Background: an optimization exercise with open tools, aiming at small area, a short achievable clock period and few clock cycles per item. Do not read the settings as production practice. RTL that was checked went through simulation tests only; none was proved equivalent to the original. Power figures rest on the tool's default switching activity, not on a simulated workload.

==> sierra: inputs <==
Design encoder_speed_and_ramped_setpoint_core, start of the top module:
module encoder_speed_and_ramped_setpoint_core (
  input  logic clk,
  input  logic rst,
  input  logic psel,
  input  logic penable,
  input  logic pwrite,
  input  logic [4:0] paddr,
  input  logic [31:0] pwdata,
  output logic [31:0] prdata,
  output logic pready,
  input  logic in_valid,
  output logic in_ready,
  input  logic signed [31:0] encoder_count,
  input  logic [31:0] time_ms,
  input  logic signed [16:0] target_speed_mm_s,
  output logic out_valid,
  input  logic out_ready,
  output logic signed [23:0] measured_speed_mm_s,
  output logic signed [20:0] measured_scaled,
  output logic signed [16:0] ramped_speed_mm_s,
  output logic signed [10:0] setpoint_scaled
);
  logic reverse;
  logic [15:0] pulses_per_rev;
  logic [23:0] circumference_um;
  logic [15:0] max_speed_mm_s;
  logic [15:0] max_accel_mm_s2;
  logic cfg_wr;
  assign pready = 1'b1;
  assign cfg_wr = psel & penable & pwrite;
  always_comb begin
    case (paddr[4:2])
      3'd0: prdata = {31'd0, reverse};
      3'd1: prdata = {16'd0, pulses_per_rev};
      3'd2: prdata = {8'd0, circumference_um};
      3'd3: prdata = {16'd0, max_speed_mm_s};
      3'd4: prdata = {16'd0, max_accel_mm_s2};
      default: prdata = '0;
    endcase
  end
  always_ff @(posedge clk) begin
    if (rst) begin
      reverse <= 1'b0;
      pulses_per_rev <= 16'd1;
      circumference_um <= 24'd1;
      max_speed_mm_s <= 16'd1;
      max_accel_mm_s2 <= 16'd2500;
    end else if (cfg_wr) begin
      case (paddr[4:2])
        3'd0: reverse <= pwdata[0];
        3'd1: pulses_per_rev <= pwdata[15:0];
        3'd2: circumference_um <= pwdata[23:0];
        3'd3: max_speed_mm_s <= pwdata[15:0];
        3'd4: max_accel_mm_s2 <= pwdata[15:0];
        default: ;
      endcase
    end
  end
  logic [15:0] ppr_eff;
  logic accel_on;
  assign ppr_eff = (pulses_per_rev == 16'd0) ? 16'd1 : pulses_per_rev;
  ...
==> module esr_sub, before the edit <==
module esr_sub #(
  parameter int W = 8
) (
  input  logic [W-1:0] a,
  input  logic [W-1:0] b,
  output logic [W-1:0] d,
  output logic ge
);
  localparam int L = $clog2(W + 1);
  logic [W-1:0] g0, p0;
  logic [W:0] gl [0:2*L];
  logic [W:0] pl [0:2*L];
  assign g0 = a & ~b;
  assign p0 = a ^ ~b;
  assign gl[0] = {g0, 1'b1};
  assign pl[0] = {p0, 1'b0};
  for (genvar l = 0; l < L; l++) begin : g_up
    for (genvar i = 0; i <= W; i++) begin : g_bit
      if (((i + 1) % (2 << l)) == 0) begin : g_node
        assign gl[l+1][i] = gl[l][i] | (pl[l][i] & gl[l][i-(1<<l)]);
        assign pl[l+1][i] = pl[l][i] & pl[l][i-(1<<l)];
      end else begin : g_pass
        assign gl[l+1][i] = gl[l][i];
        assign pl[l+1][i] = pl[l][i];
      end
    end
  end
  for (genvar l = L - 1; l > 0; l--) begin : g_dn
    for (genvar i = 0; i <= W; i++) begin : g_bit
      if (((i + 1) % (1 << l)) == (1 << (l - 1)) && i >= (1 << l)) begin : g_node
        assign gl[2*L-l][i] = gl[2*L-l-1][i] | (pl[2*L-l-1][i] & gl[2*L-l-1][i-(1<<(l-1))]);
        assign pl[2*L-l][i] = pl[2*L-l-1][i] & pl[2*L-l-1][i-(1<<(l-1))];
      end else begin : g_pass
        assign gl[2*L-l][i] = gl[2*L-l-1][i];
        assign pl[2*L-l][i] = pl[2*L-l-1][i];
      end
    end
  end
  assign d = p0 ^ gl[2*L-1][W-1:0];
  assign ge = gl[2*L-1][W];
endmodule
Settings: LEC_CHECK=0, CAP_MARGIN=20, CORE_MARGIN=2, CORE_UTILIZATION=40, SETUP_SLACK_MARGIN=3.4, SLEW_MARGIN=20; clock period 8.0 ns.
run.sh (not shown) runs the stock make flow with config.mk's settings and CLKGATE_MAP_FILE= SYNTH_SCRIPT=/design/flow/synth_recipe.tcl, a recipe that flattens the netlist after the stock synthesis.
==> indigo: changes against sierra <==
--- a/flow/design.v
+++ b/flow/design.v
@@ -106,13 +106,13 @@
     end
   end
   logic [15:0] ppr_eff;
   logic accel_on;
   assign ppr_eff = (pulses_per_rev == 16'd0) ? 16'd1 : pulses_per_rev;
   assign accel_on = (max_accel_mm_s2 != 16'd0);
-  logic signed [31:0] last_nh;
+  logic signed [31:0] last_enc;
   logic last_rev;
   logic [32:0] last_sample_time;
   logic [32:0] last_ramp_time;
   logic signed [16:0] ramped_speed;
   logic s1_busy, s1_first;
   logic [3:0] s1_cnt;
@@ -129,20 +129,23 @@
   logic s2a_free;
   logic s1_step, s1_fire;
   assign s1_last = (s1_cnt == 4'd10);
   assign in_ready = s1_busy & s1_last & s2a_free;
   assign s1_fire = in_ready;
   assign s1_step = s1_busy & (!s1_last | s2a_free);
-  logic s1_same;
-  logic signed [33:0] u_w;
-  logic signed [32:0] u_next;
+  logic s1_same, c_cur, c_prev;
+  logic signed [32:0] ph_ext, lp_term, u_next;
+  logic [1:0] u_cin;
   assign s1_same = (reverse == last_rev);
-  assign u_w = {{2{encoder_count[31]}}, encoder_count} + {last_nh[31], last_nh, encoder_count[31]};
-  assign u_next = u_w[33:1];
-  logic signed [32:0] nh_w;
-  assign nh_w = ~{encoder_count[31], encoder_count} + 33'sd1 + {32'd0, !encoder_count[31]};
+  assign c_cur = encoder_count[31] & encoder_count[0];
+  assign c_prev = last_enc[31] & last_enc[0];
+  assign ph_ext = {{2{encoder_count[31]}}, encoder_count[31:1]};
+  assign lp_term = {{2{last_enc[31]}}, last_enc[31:1]} ^ {33{s1_same}};
+  assign u_cin = s1_same ? (2'd1 + {1'b0, c_cur} - {1'b0, c_prev})
+                         : ({1'b0, c_cur} + {1'b0, c_prev});
+  assign u_next = ph_ext + lp_term + $signed({31'd0, u_cin});
   logic dt_bor, rdt_bor;
   logic [2:0] dt_dig, rdt_dig;
   logic [3:0] dt_cap4, rdt_cap4, dt_dig4, rdt_dig4;
   logic dig_top;
   assign dt_cap4 = {1'b0, time_ms[2:0]} - {1'b0, last_sample_time[2:0]};
   assign rdt_cap4 = {1'b0, time_ms[2:0]} - {1'b0, last_ramp_time[2:0]};
@@ -167,13 +170,13 @@
   always_ff @(posedge clk) begin
     if (rst) begin
       s1_busy <= 1'b0;
       s1_first <= 1'b0;
       s1_cnt <= '0;
     end else if (!s1_busy) begin
-      if (in_valid && s1_same) begin
+      if (in_valid) begin
         s1_busy <= 1'b1;
         s1_first <= 1'b1;
         s1_cnt <= '0;
       end
     end else if (s1_step) begin
       s1_first <= 1'b0;
@@ -207,15 +210,16 @@
       dt_bor <= dt_dig4[3];
       rdt_bor <= rdt_dig4[3];
       if (dt_dig != 3'd0) s1_dz <= 1'b0;
     end
   end
   logic [57:0] x_fin;
-  logic [49:0] d_fin;
+  logic [49:0] d_fin, p_fin;
   assign x_fin = {mx_sum[27:3], mx_sum[2:0], mx_lo[32:3]};
   assign d_fin = {md_sum[19:3], md_sum[2:0], md_lo[32:3]};
+  assign p_fin = {mp_sum[19:3], mp_sum[2:0], mp_lo[32:3]};
   logic a_busy, a_first;
   logic [3:0] a_cnt;
   logic a_last, a_step, a_fire;
   logic [47:0] a_r, a_d;
   logic [22:0] a_q;
   logic a_neg, a_dz, a_ovf;
@@ -278,15 +282,15 @@
     if (s1_fire) begin
       a_r <= {13'd0, x_fin[57:23]};
       a_q <= x_fin[22:0];
       a_d <= d_fin[47:0];
       a_neg <= s1_neg;
       a_dz <= s1_dz & (dt_dig == 3'd0);
-      st_r <= {1'b0, mp_lo[29:21]};
-      st_q <= mp_lo[20:3];
-      st_sat <= (mp_hi != 17'd0) || (mp_lo[32:30] != 3'd0) || (rdt_dig != 3'd0);
+      st_r <= {1'b0, p_fin[26:18]};
+      st_q <= p_fin[17:0];
+      st_sat <= (p_fin[49:27] != 23'd0);
       a_tgt <= (target_speed_mm_s == -17'sd65536) ? -17'sd65535 : target_speed_mm_s;
     end else if (a_step) begin
       a_r <= a_rn;
       a_q <= {a_q[21:0], a_ge};
       if (a_first) begin
         a_ovf <= a_cmp;
@@ -302,29 +306,25 @@
         if (st_q[17]) st_sat <= 1'b1;
       end
     end
   end
   always_ff @(posedge clk) begin
     if (rst) begin
-      last_nh <= '0;
+      last_enc <= '0;
       last_rev <= 1'b0;
       last_sample_time <= '0;
       last_ramp_time <= '0;
       ramped_speed <= '0;
     end else begin
       if (s1_fire) begin
-        last_nh <= nh_w[32:1];
+        last_enc <= encoder_count;
         last_rev <= reverse;
         last_sample_time <= {1'b0, time_ms};
       end else if (s1_step) begin
         last_sample_time <= {last_sample_time[2:0], last_sample_time[32:3]};
       end
-      if (!s1_busy && in_valid && !s1_same) begin
-        last_nh <= -last_nh;
-        last_rev <= reverse;
-      end
       if (s1_fire && accel_on) begin
         last_ramp_time <= {1'b0, time_ms};
       end else if (s1_step) begin
         last_ramp_time <= {last_ramp_time[2:0], last_ramp_time[32:3]};
       end
       if (a_step && a_cnt == 4'd10) begin
@@ -337,14 +337,14 @@
   logic [47:0] b_r, b_d;
   logic [22:0] b_q;
   logic b_neg, b_dz, b_ovf;
   logic signed [16:0] b_ramp;
   logic [15:0] ss_r;
   logic [10:0] ss_q;
+  assign b_free_early = !b_busy | (b_done & !s3_busy & !out_valid);
   assign b_fire = b_done & !s3_busy & (!out_valid | out_ready);
-  assign b_free_early = !b_busy | b_fire;
   logic [48:0] b_trial, b_diff;
   logic b_ge;
   assign b_trial = {b_r, b_q[22]};
   esr_sub #(.W(49)) u_b_sub (.a(b_trial), .b({1'b0, b_d}), .d(b_diff), .ge(b_ge));
   logic [16:0] rm;
   logic [24:0] z_full;
@@ -441,19 +441,29 @@
       ms_rn = ms_d1[15:0];
     end else begin
       ms_g = 2'd0;
       ms_rn = ms_t[15:0];
     end
   end
+  logic ms_ovf_now;
+  logic [18:0] ms_h;
+  logic [18:0] ms_hneg;
   logic signed [20:0] ms_final;
+  assign ms_ovf_now = s3_first ? (ms_r >= {3'd0, max_speed_mm_s}) : ms_ovf;
+  assign ms_h = {1'b0, ms_q[17:0]};
+  assign ms_hneg = -ms_h;
   always_comb begin
     if (max_speed_mm_s == 16'd0) ms_final = -21'sd256;
     else if (!measured_speed_mm_s[23])
-      ms_final = ms_ovf ? 21'sh0fffff : $signed({1'b0, ms_q});
+      ms_final = ms_ovf_now ? 21'sh0fffff : $signed({ms_h, ms_g});
+    else if (ms_ovf_now)
+      ms_final = 21'sh100000;
+    else if (ms_g == 2'd0)
+      ms_final = $signed({ms_hneg, 2'b00});
     else
-      ms_final = ms_ovf ? 21'sh100000 : $signed(21'(-{1'b0, ms_q}));
+      ms_final = $signed({~ms_h, 2'(-ms_g)});
   end
   always_ff @(posedge clk) begin
     if (rst) begin
       s3_busy <= 1'b0;
       s3_first <= 1'b0;
       s3_cnt <= '0;
@@ -464,13 +474,13 @@
         s3_busy <= 1'b1;
         s3_first <= 1'b1;
         s3_cnt <= '0;
       end else if (s3_busy) begin
         s3_first <= 1'b0;
         s3_cnt <= s3_cnt + 4'd1;
-        if (s3_cnt == 4'd10) begin
+        if (s3_cnt == 4'd9) begin
           s3_busy <= 1'b0;
           out_valid <= 1'b1;
         end
       end
     end
   end
@@ -480,13 +490,13 @@
       ramped_speed_mm_s <= b_ramp;
       setpoint_scaled <= ss_val;
       ms_r <= y_full[30:12];
       measured_scaled <= {1'b0, y_full[11:0], 8'd0};
     end else if (s3_busy) begin
       ms_r <= {3'd0, ms_rn};
-      if (s3_first) ms_ovf <= (ms_r >= {3'd0, max_speed_mm_s});
-      if (s3_cnt == 4'd10) measured_scaled <= ms_final;
+      if (s3_first) ms_ovf <= ms_ovf_now;
+      if (s3_cnt == 4'd9) measured_scaled <= ms_final;
       else measured_scaled[19:0] <= {ms_q[17:0], ms_g};
     end
   end
 endmodule
 `default_nettype wire
CORE_UTILIZATION = 55   (was 40)
SETUP_SLACK_MARGIN = 3.6   (was 3.4)
==> garnet: changes against sierra <==
--- a/flow/design.v
+++ b/flow/design.v
@@ -9,13 +9,13 @@
 ) (
   input  logic [W-1:0] a,
   input  logic [W-1:0] b,
   output logic [W-1:0] d,
   output logic ge
 );
-  localparam int L = $clog2(W + 1);
+  localparam int L = (W < 2) ? 1 : (W < 4) ? 2 : (W < 8) ? 3 : (W < 16) ? 4 : (W < 32) ? 5 : (W < 64) ? 6 : 7;
   logic [W-1:0] g0, p0;
   logic [W:0] gl [0:2*L];
   logic [W:0] pl [0:2*L];
   assign g0 = a & ~b;
   assign p0 = a ^ ~b;
   assign gl[0] = {g0, 1'b1};
@@ -102,29 +102,33 @@
         3'd3: max_speed_mm_s <= pwdata[15:0];
         3'd4: max_accel_mm_s2 <= pwdata[15:0];
         default: ;
       endcase
     end
   end
+  logic ppr_zero, accel_on;
   logic [15:0] ppr_eff;
-  logic accel_on;
-  assign ppr_eff = (pulses_per_rev == 16'd0) ? 16'd1 : pulses_per_rev;
-  assign accel_on = (max_accel_mm_s2 != 16'd0);
+  always_ff @(posedge clk) begin
+    ppr_zero <= (pulses_per_rev == 16'd0);
+    accel_on <= (max_accel_mm_s2 != 16'd0);
+  end
+  assign ppr_eff = {pulses_per_rev[15:1], pulses_per_rev[0] | ppr_zero};
   logic signed [31:0] last_nh;
   logic last_rev;
   logic [32:0] last_sample_time;
   logic [32:0] last_ramp_time;
   logic signed [16:0] ramped_speed;
   logic s1_busy, s1_first;
   logic [3:0] s1_cnt;
   logic s1_last;
   logic s1_sgn;                    
   logic s1_neg;                    
   logic s1_dz;                     
-  logic [24:0] mx_hi;
-  logic [32:0] mx_lo;
+  logic [27:0] mx_s, mx_c;         
+  logic mx_cy;                     
+  logic [31:0] mx_lo;
   logic [16:0] md_hi;
   logic [32:0] md_lo;
   logic [16:0] mp_hi;
   logic [32:0] mp_lo;
   logic s2a_free;
   logic s1_step, s1_fire;
@@ -135,32 +139,48 @@
   logic s1_same;
   logic signed [33:0] u_w;
   logic signed [32:0] u_next;
   assign s1_same = (reverse == last_rev);
   assign u_w = {{2{encoder_count[31]}}, encoder_count} + {last_nh[31], last_nh, encoder_count[31]};
   assign u_next = u_w[33:1];
-  logic signed [32:0] nh_w;
-  assign nh_w = ~{encoder_count[31], encoder_count} + 33'sd1 + {32'd0, !encoder_count[31]};
+  logic s1_fix;
+  logic signed [32:0] nh_x, nh_w;
+  assign s1_fix = !s1_busy & !s1_same;
+  assign nh_x = s1_fix ? {last_nh, 1'b0} : {encoder_count[31], encoder_count};
+  assign nh_w = ~nh_x + 33'sd1 + {32'd0, !nh_x[32]};
   logic dt_bor, rdt_bor;
   logic [2:0] dt_dig, rdt_dig;
   logic [3:0] dt_cap4, rdt_cap4, dt_dig4, rdt_dig4;
   logic dig_top;
   assign dt_cap4 = {1'b0, time_ms[2:0]} - {1'b0, last_sample_time[2:0]};
   assign rdt_cap4 = {1'b0, time_ms[2:0]} - {1'b0, last_ramp_time[2:0]};
   assign dt_dig4 = {1'b0, md_lo[5:3]} - {1'b0, last_sample_time[5:3]} - {3'd0, dt_bor};
   assign rdt_dig4 = {1'b0, md_lo[5:3]} - {1'b0, last_ramp_time[5:3]} - {3'd0, rdt_bor};
   assign dig_top = (s1_cnt == 4'd9);
-  logic [2:0] mx_d;
-  logic [24:0] mx_h;
-  logic [27:0] mx_sum;
+  logic [3:0] mx_d;
+  logic [27:0] mx_op, mx_p0, mx_p1, mx_p2, mx_p3;
+  logic [27:0] mx_s1, mx_c1, mx_s2, mx_c2, mx_s3, mx_c3, mx_s4, mx_c4;
+  logic [4:0] mx_low;
+  logic [27:0] mx_add;
+  assign mx_d = mx_lo[3:0] ^ {4{s1_sgn}};
+  assign mx_op = s1_first ? (s1_sgn ? {4'd0, circumference_um} : 28'd0) : mx_s;
+  assign mx_p0 = mx_d[0] ? {4'd0, circumference_um} : 28'd0;
+  assign mx_p1 = mx_d[1] ? {3'd0, circumference_um, 1'b0} : 28'd0;
+  assign mx_p2 = mx_d[2] ? {2'd0, circumference_um, 2'b0} : 28'd0;
+  assign mx_p3 = mx_d[3] ? {1'd0, circumference_um, 3'b0} : 28'd0;
+  assign mx_s1 = mx_op ^ mx_c ^ mx_p0;
+  assign mx_c1 = {((mx_op & mx_c) | (mx_op & mx_p0) | (mx_c & mx_p0)), 1'b0};
+  assign mx_s2 = mx_p1 ^ mx_p2 ^ mx_p3;
+  assign mx_c2 = {((mx_p1 & mx_p2) | (mx_p1 & mx_p3) | (mx_p2 & mx_p3)), 1'b0};
+  assign mx_s3 = mx_s1 ^ mx_c1 ^ mx_s2;
+  assign mx_c3 = {((mx_s1 & mx_c1) | (mx_s1 & mx_s2) | (mx_c1 & mx_s2)), 1'b0};
+  assign mx_s4 = mx_s3 ^ mx_c3 ^ mx_c2;
+  assign mx_c4 = {((mx_s3 & mx_c3) | (mx_s3 & mx_c2) | (mx_c3 & mx_c2)), 1'b0};
+  assign mx_low = {1'b0, mx_s4[3:0]} + {1'b0, mx_c4[3:0]} + {4'd0, mx_cy};
+  assign mx_add = mx_s + mx_c + {27'd0, mx_cy};
   logic [19:0] md_sum, mp_sum;
-  assign mx_d = mx_lo[2:0] ^ {3{s1_sgn}};
-  assign mx_h = s1_first ? (s1_sgn ? {1'b0, circumference_um} : 25'd0) : mx_hi;
-  assign mx_sum = {3'd0, mx_h} + (mx_d[0] ? {4'd0, circumference_um} : 28'd0)
-                               + (mx_d[1] ? {3'd0, circumference_um, 1'b0} : 28'd0)
-                               + (mx_d[2] ? {2'd0, circumference_um, 2'b0} : 28'd0);
   assign md_sum = {3'd0, md_hi} + (dt_dig[0] ? {4'd0, ppr_eff} : 20'd0)
                                 + (dt_dig[1] ? {3'd0, ppr_eff, 1'b0} : 20'd0)
                                 + (dt_dig[2] ? {2'd0, ppr_eff, 2'b0} : 20'd0);
   assign mp_sum = {3'd0, mp_hi} + (rdt_dig[0] ? {4'd0, max_accel_mm_s2} : 20'd0)
                                 + (rdt_dig[1] ? {3'd0, max_accel_mm_s2, 1'b0} : 20'd0)
                                 + (rdt_dig[2] ? {2'd0, max_accel_mm_s2, 2'b0} : 20'd0);
@@ -182,39 +202,45 @@
     end
   end
   always_ff @(posedge clk) begin
     if (!s1_busy) begin
       s1_sgn <= u_next[32];
       s1_neg <= reverse ^ u_next[32];
-      mx_hi <= '0;
-      mx_lo <= u_next;
+      mx_s <= '0;
+      mx_c <= '0;
+      mx_cy <= 1'b0;
+      mx_lo <= u_next[31:0];
       md_hi <= '0;
       md_lo <= {1'b0, time_ms};
       mp_hi <= '0;
       dt_dig <= dt_cap4[2:0];
       rdt_dig <= rdt_cap4[2:0];
       dt_bor <= dt_cap4[3];
       rdt_bor <= rdt_cap4[3];
       s1_dz <= 1'b1;
     end else if (s1_step) begin
-      mx_hi <= mx_sum[27:3];
-      mx_lo <= {mx_sum[2:0], mx_lo[32:3]};
+      if (!s1_cnt[3]) begin
+        mx_s <= {4'd0, mx_s4[27:4]};
+        mx_c <= {4'd0, mx_c4[27:4]};
+        mx_cy <= mx_low[4];
+        mx_lo <= {mx_low[3:0], mx_lo[31:4]};
+      end else if (s1_cnt == 4'd8) begin
+        mx_s <= mx_add;
+      end
       md_hi <= md_sum[19:3];
       md_lo <= {md_sum[2:0], md_lo[32:3]};
       mp_hi <= mp_sum[19:3];
       mp_lo <= {mp_sum[2:0], mp_lo[32:3]};
       dt_dig <= {dt_dig4[2] & !dig_top, dt_dig4[1:0]};
       rdt_dig <= {rdt_dig4[2] & !dig_top, rdt_dig4[1:0]};
       dt_bor <= dt_dig4[3];
       rdt_bor <= rdt_dig4[3];
       if (dt_dig != 3'd0) s1_dz <= 1'b0;
     end
   end
-  logic [57:0] x_fin;
   logic [49:0] d_fin;
-  assign x_fin = {mx_sum[27:3], mx_sum[2:0], mx_lo[32:3]};
   assign d_fin = {md_sum[19:3], md_sum[2:0], md_lo[32:3]};
   logic a_busy, a_first;
   logic [3:0] a_cnt;
   logic a_last, a_step, a_fire;
   logic [47:0] a_r, a_d;
   logic [22:0] a_q;
@@ -235,32 +261,38 @@
   logic [47:0] a_rn;
   logic a_cmp;
   assign a_trial = {a_r, a_q[22]};
   esr_sub #(.W(49)) u_a_sub (.a(a_trial), .b({1'b0, a_d}), .d(a_diff), .ge(a_ge));
   assign a_rn = a_ge ? a_diff[47:0] : a_trial[47:0];
   esr_sub #(.W(48)) u_a_cmp (.a(a_r), .b(a_d), .d(), .ge(a_cmp));
-  logic [10:0] st_t1, st_t2;
-  logic [11:0] st_d1, st_d2;
-  logic [9:0] st_r1;
-  logic st_g1, st_g2;
+  logic [10:0] st_t1, st_t2, st_t3;
+  logic [11:0] st_d1, st_d2, st_d3;
+  logic [9:0] st_r1, st_r2;
+  logic st_g1, st_g2, st_g3;
   assign st_t1 = {st_r, st_q[17]};
   assign st_d1 = {1'b0, st_t1} - {1'b0, esr_pkg::MS_PER_S};
   assign st_g1 = !st_d1[11];
   assign st_r1 = st_g1 ? st_d1[9:0] : st_t1[9:0];
   assign st_t2 = {st_r1, st_q[16]};
   assign st_d2 = {1'b0, st_t2} - {1'b0, esr_pkg::MS_PER_S};
   assign st_g2 = !st_d2[11];
+  assign st_r2 = st_g2 ? st_d2[9:0] : st_t2[9:0];
+  assign st_t3 = {st_r2, st_q[15]};
+  assign st_d3 = {1'b0, st_t3} - {1'b0, esr_pkg::MS_PER_S};
+  assign st_g3 = !st_d3[11];
   logic rp_up;
-  logic signed [18:0] rp_m, rp_e, rp_x;
+  logic signed [18:0] rp_cur, rp_x, rp_e, rp_m;
   logic rp_snap;
-  assign rp_x = a_first ? {{2{ramped_speed[16]}}, ramped_speed} : $signed({st_r[0], st_q});
-  assign rp_e = rp_x - {{2{a_tgt[16]}}, a_tgt};
-  assign rp_m = rp_up ? ({{2{ramped_speed[16]}}, ramped_speed} + $signed({1'b0, st_q}))
-                      : ({{2{ramped_speed[16]}}, ramped_speed} - $signed({1'b0, st_q}));
-  assign rp_snap = st_sat | (rp_up ? (!rp_e[18] || (st_r[1] && rp_e == -19'sd1))
-                                   : (rp_e[18] || rp_e == 19'sd0 || (st_r[1] && rp_e == 19'sd1)));
+  logic signed [16:0] rp_new;
+  assign rp_cur = {{2{ramped_speed[16]}}, ramped_speed};
+  assign rp_x = a_first ? rp_cur : $signed({st_r[0], st_q});
+  assign rp_e = rp_x + ~{{2{a_tgt[16]}}, a_tgt} + {18'd0, !a_first & rp_up};
+  assign rp_m = rp_cur + (rp_up ? $signed({1'b0, st_q}) : ~$signed({1'b0, st_q}))
+                       + {18'd0, rp_up ? st_r[1] : !st_r[1]};
+  assign rp_snap = st_sat | (rp_up ? !rp_e[18] : rp_e[18]);
+  assign rp_new = rp_snap ? a_tgt : (st_r[1] ? ramped_speed : st_q[16:0]);
   always_ff @(posedge clk) begin
     if (rst) begin
       a_busy <= 1'b0;
       a_first <= 1'b0;
       a_cnt <= '0;
     end else if (s1_fire) begin
@@ -273,37 +305,39 @@
       a_first <= 1'b0;
       a_cnt <= a_cnt + 4'd1;
     end
   end
   always_ff @(posedge clk) begin
     if (s1_fire) begin
-      a_r <= {13'd0, x_fin[57:23]};
-      a_q <= x_fin[22:0];
+      a_r <= {11'd0, mx_s, mx_lo[31:23]};
+      a_q <= mx_lo[22:0];
       a_d <= d_fin[47:0];
       a_neg <= s1_neg;
       a_dz <= s1_dz & (dt_dig == 3'd0);
       st_r <= {1'b0, mp_lo[29:21]};
       st_q <= mp_lo[20:3];
       st_sat <= (mp_hi != 17'd0) || (mp_lo[32:30] != 3'd0) || (rdt_dig != 3'd0);
       a_tgt <= (target_speed_mm_s == -17'sd65536) ? -17'sd65535 : target_speed_mm_s;
     end else if (a_step) begin
       a_r <= a_rn;
       a_q <= {a_q[21:0], a_ge};
       if (a_first) begin
         a_ovf <= a_cmp;
-        rp_up <= rp_e[18] || (rp_e == 19'sd0);
+        rp_up <= rp_e[18];
       end
-      if (a_cnt < 4'd9) begin
-        st_r <= st_g2 ? st_d2[9:0] : st_t2[9:0];
-        st_q <= {st_q[15:0], st_g1, st_g2};
+      if (a_cnt < 4'd6) begin
+        st_r <= st_g3 ? st_d3[9:0] : st_t3[9:0];
+        st_q <= {st_q[14:0], st_g1, st_g2, st_g3};
       end
-      if (a_cnt == 4'd9) begin
-        {st_r[0], st_q} <= rp_m;
+      if (a_cnt == 4'd6) begin
         st_r[1] <= (st_q == 18'd0);
         if (st_q[17]) st_sat <= 1'b1;
       end
+      if (a_cnt == 4'd7) begin
+        {st_r[0], st_q} <= rp_m;
+      end
     end
   end
   always_ff @(posedge clk) begin
     if (rst) begin
       last_nh <= '0;
       last_rev <= 1'b0;
@@ -315,24 +349,23 @@
         last_nh <= nh_w[32:1];
         last_rev <= reverse;
         last_sample_time <= {1'b0, time_ms};
       end else if (s1_step) begin
         last_sample_time <= {last_sample_time[2:0], last_sample_time[32:3]};
       end
-      if (!s1_busy && in_valid && !s1_same) begin
-        last_nh <= -last_nh;
+      if (s1_fix && in_valid) begin
+        last_nh <= nh_w[32:1];
         last_rev <= reverse;
       end
       if (s1_fire && accel_on) begin
         last_ramp_time <= {1'b0, time_ms};
       end else if (s1_step) begin
         last_ramp_time <= {last_ramp_time[2:0], last_ramp_time[32:3]};
       end
-      if (a_step && a_cnt == 4'd10) begin
-        if (!accel_on) ramped_speed <= a_tgt;
-        else ramped_speed <= rp_snap ? a_tgt : st_q[16:0];
+      if (a_step && a_cnt == 4'd8) begin
+        ramped_speed <= accel_on ? rp_new : a_tgt;
       end
     end
   end
   logic [3:0] b_cnt;
   logic [47:0] b_r, b_d;
   logic [22:0] b_q;
SETUP_SLACK_MARGIN = 3.7   (was 3.4)
==> cedar: changes against sierra <==
--- a/flow/design.v
+++ b/flow/design.v
@@ -9,13 +9,13 @@
 ) (
   input  logic [W-1:0] a,
   input  logic [W-1:0] b,
   output logic [W-1:0] d,
   output logic ge
 );
-  localparam int L = $clog2(W + 1);
+  localparam int L = (W < 2) ? 1 : (W < 4) ? 2 : (W < 8) ? 3 : (W < 16) ? 4 : (W < 32) ? 5 : (W < 64) ? 6 : 7;
   logic [W-1:0] g0, p0;
   logic [W:0] gl [0:2*L];
   logic [W:0] pl [0:2*L];
   assign g0 = a & ~b;
   assign p0 = a ^ ~b;
   assign gl[0] = {g0, 1'b1};
==> notes <==
Area after synthesis is the same in sierra and cedar.
Hold slack is the same in cedar and sierra.
Die area: sierra is larger than indigo (about 40%).
Against garnet, the via count of cedar is lower by about 4.6%.
Of indigo and sierra, indigo has the higher utilization (gap 19 points).
In indigo the register-to-register slack is worse than in sierra, by 880 ps.
sierra produced a clean layout. garnet finished but failed the layout checks on antenna rules. indigo passed the timing, design-rule and antenna checks. cedar produced a clean layout.
Between sierra and garnet, the lower clock skew is in garnet (gap 47 ps).
Against garnet, the fmax of sierra is smaller by 7.5%.
Between garnet and cedar, the lower cell count is in cedar (gap 3.5%, measured against cedar).
Flip-flop and latch count is the same in sierra and indigo.
Against garnet, the synthesized cell count of indigo is lower by 6.0%.
==> figures <==
quantity                                                                  indigo                    garnet      sierra       cedar
Run status                                              timing/DRC/antenna clean  finished with violations  timing/DRC/antenna clean  timing/DRC/antenna clean
Violated checks                                                                -             antenna rules           -           -
Post CTS Setup Buffer Count                                                  136                        28          43          43
DR pass1 iterations                                                            6                         8           6           6
Cell count along the critical path                                            23                         7          22          22
Crit-path max FO                                                               3                         6           7           7
Global-route usage over all layers                                         0.305                     0.229       0.224       0.224
Diodes inserted                                                                1                        10          11          11
Switching part of the total                                                0.277                     0.270       0.257       0.257
Met2 routed wirelength                                                 76,400 µm                 81,800 µm   74,300 µm   74,300 µm
Share of final layout cell area taken by clock buffers and inverters      0.0464                    0.0516      0.0539      0.0539
Achievable Freq                                                          173 MHz                   221 MHz     204 MHz     204 MHz
Final Power                                                             0.0111 W                  0.0113 W    0.0108 W    0.0108 W
Mean number of vias per cell                                                5.87                      5.61        5.54        5.54
Global routing met2 resource utilization                                   0.491                     0.367       0.344       0.344
HPWL reported at the end of detailed placement                        117,000 µm                129,000 µm  121,000 µm  121,000 µm
Post-DRT Antenna Nets                                                          0                         1           0           0
Worst hold path startpoint                                             b_ramp[8]                 b_ramp[4]   b_ramp[0]   b_ramp[0]
Worst Setup Slack post-DPL                                               1630 ps                   1680 ps     1870 ps     1870 ps
P_int                                                                  0.00804 W                 0.00824 W   0.00805 W   0.00805 W
Placeable Area                                                         0.103 mm²                 0.150 mm²   0.143 mm²   0.143 mm²
Data required time of the worst path                                     8450 ps                   6400 ps     8480 ps     8480 ps
Multi-input logic area                                                0.0348 mm²                0.0358 mm²  0.0340 mm²  0.0340 mm²
Clock insertion delay at the later pin of the skew report                 700 ps                    740 ps      760 ps      760 ps
Testbench counts of garnet, summed over its fixed seeds: cycles 24,204, items 1,920.
Testbench counts of cedar, summed over its fixed seeds: cycles 24,204, items 1,920.
Only the layout flow was run in sierra and indigo; the RTL was not checked for function there.

==> separate check: timing with driven ports <==
The flow's constraints put no driver on any port. The routed layouts listed below were extracted and timed again, unchanged, in two steps.
Step 1: set_driving_cell puts a clkbuf_16 on clk and a buf_2 on each other input, an assumption about the parent block.
Step 2 moves the port delays by t, midway between the first and last clock arrival at a register: inputs arrive t later, outputs are due t later. That takes back most of the time a late clock gives input paths.
Three values: no drivers, after step 1, after step 2; two values: the first two.
run | t, ns | setup slack, ns | hold slack, ns | worst setup path at the end | worst slew at a driven data input, ns
sierra | 0.798 | 3.099 / 3.099 / 2.796 | 0.417 / 0.417 / 0.417 | input to register | 0.14
indigo | 0.768 | 2.214 / 2.214 / 2.214 | 0.419 / 0.419 / 0.419 | register to register | 0.09
garnet | 0.805 | 3.466 / 3.409 / 3.083 | 0.408 / 0.408 / 0.408 | input to register | 0.10
cedar | 0.798 | 3.099 / 3.099 / 2.796 | 0.417 / 0.417 / 0.417 | input to register | 0.14
For garnet, which loses most, drivers alone change the setup slack by -0.057 ns; drivers and shift together by -0.383 ns.
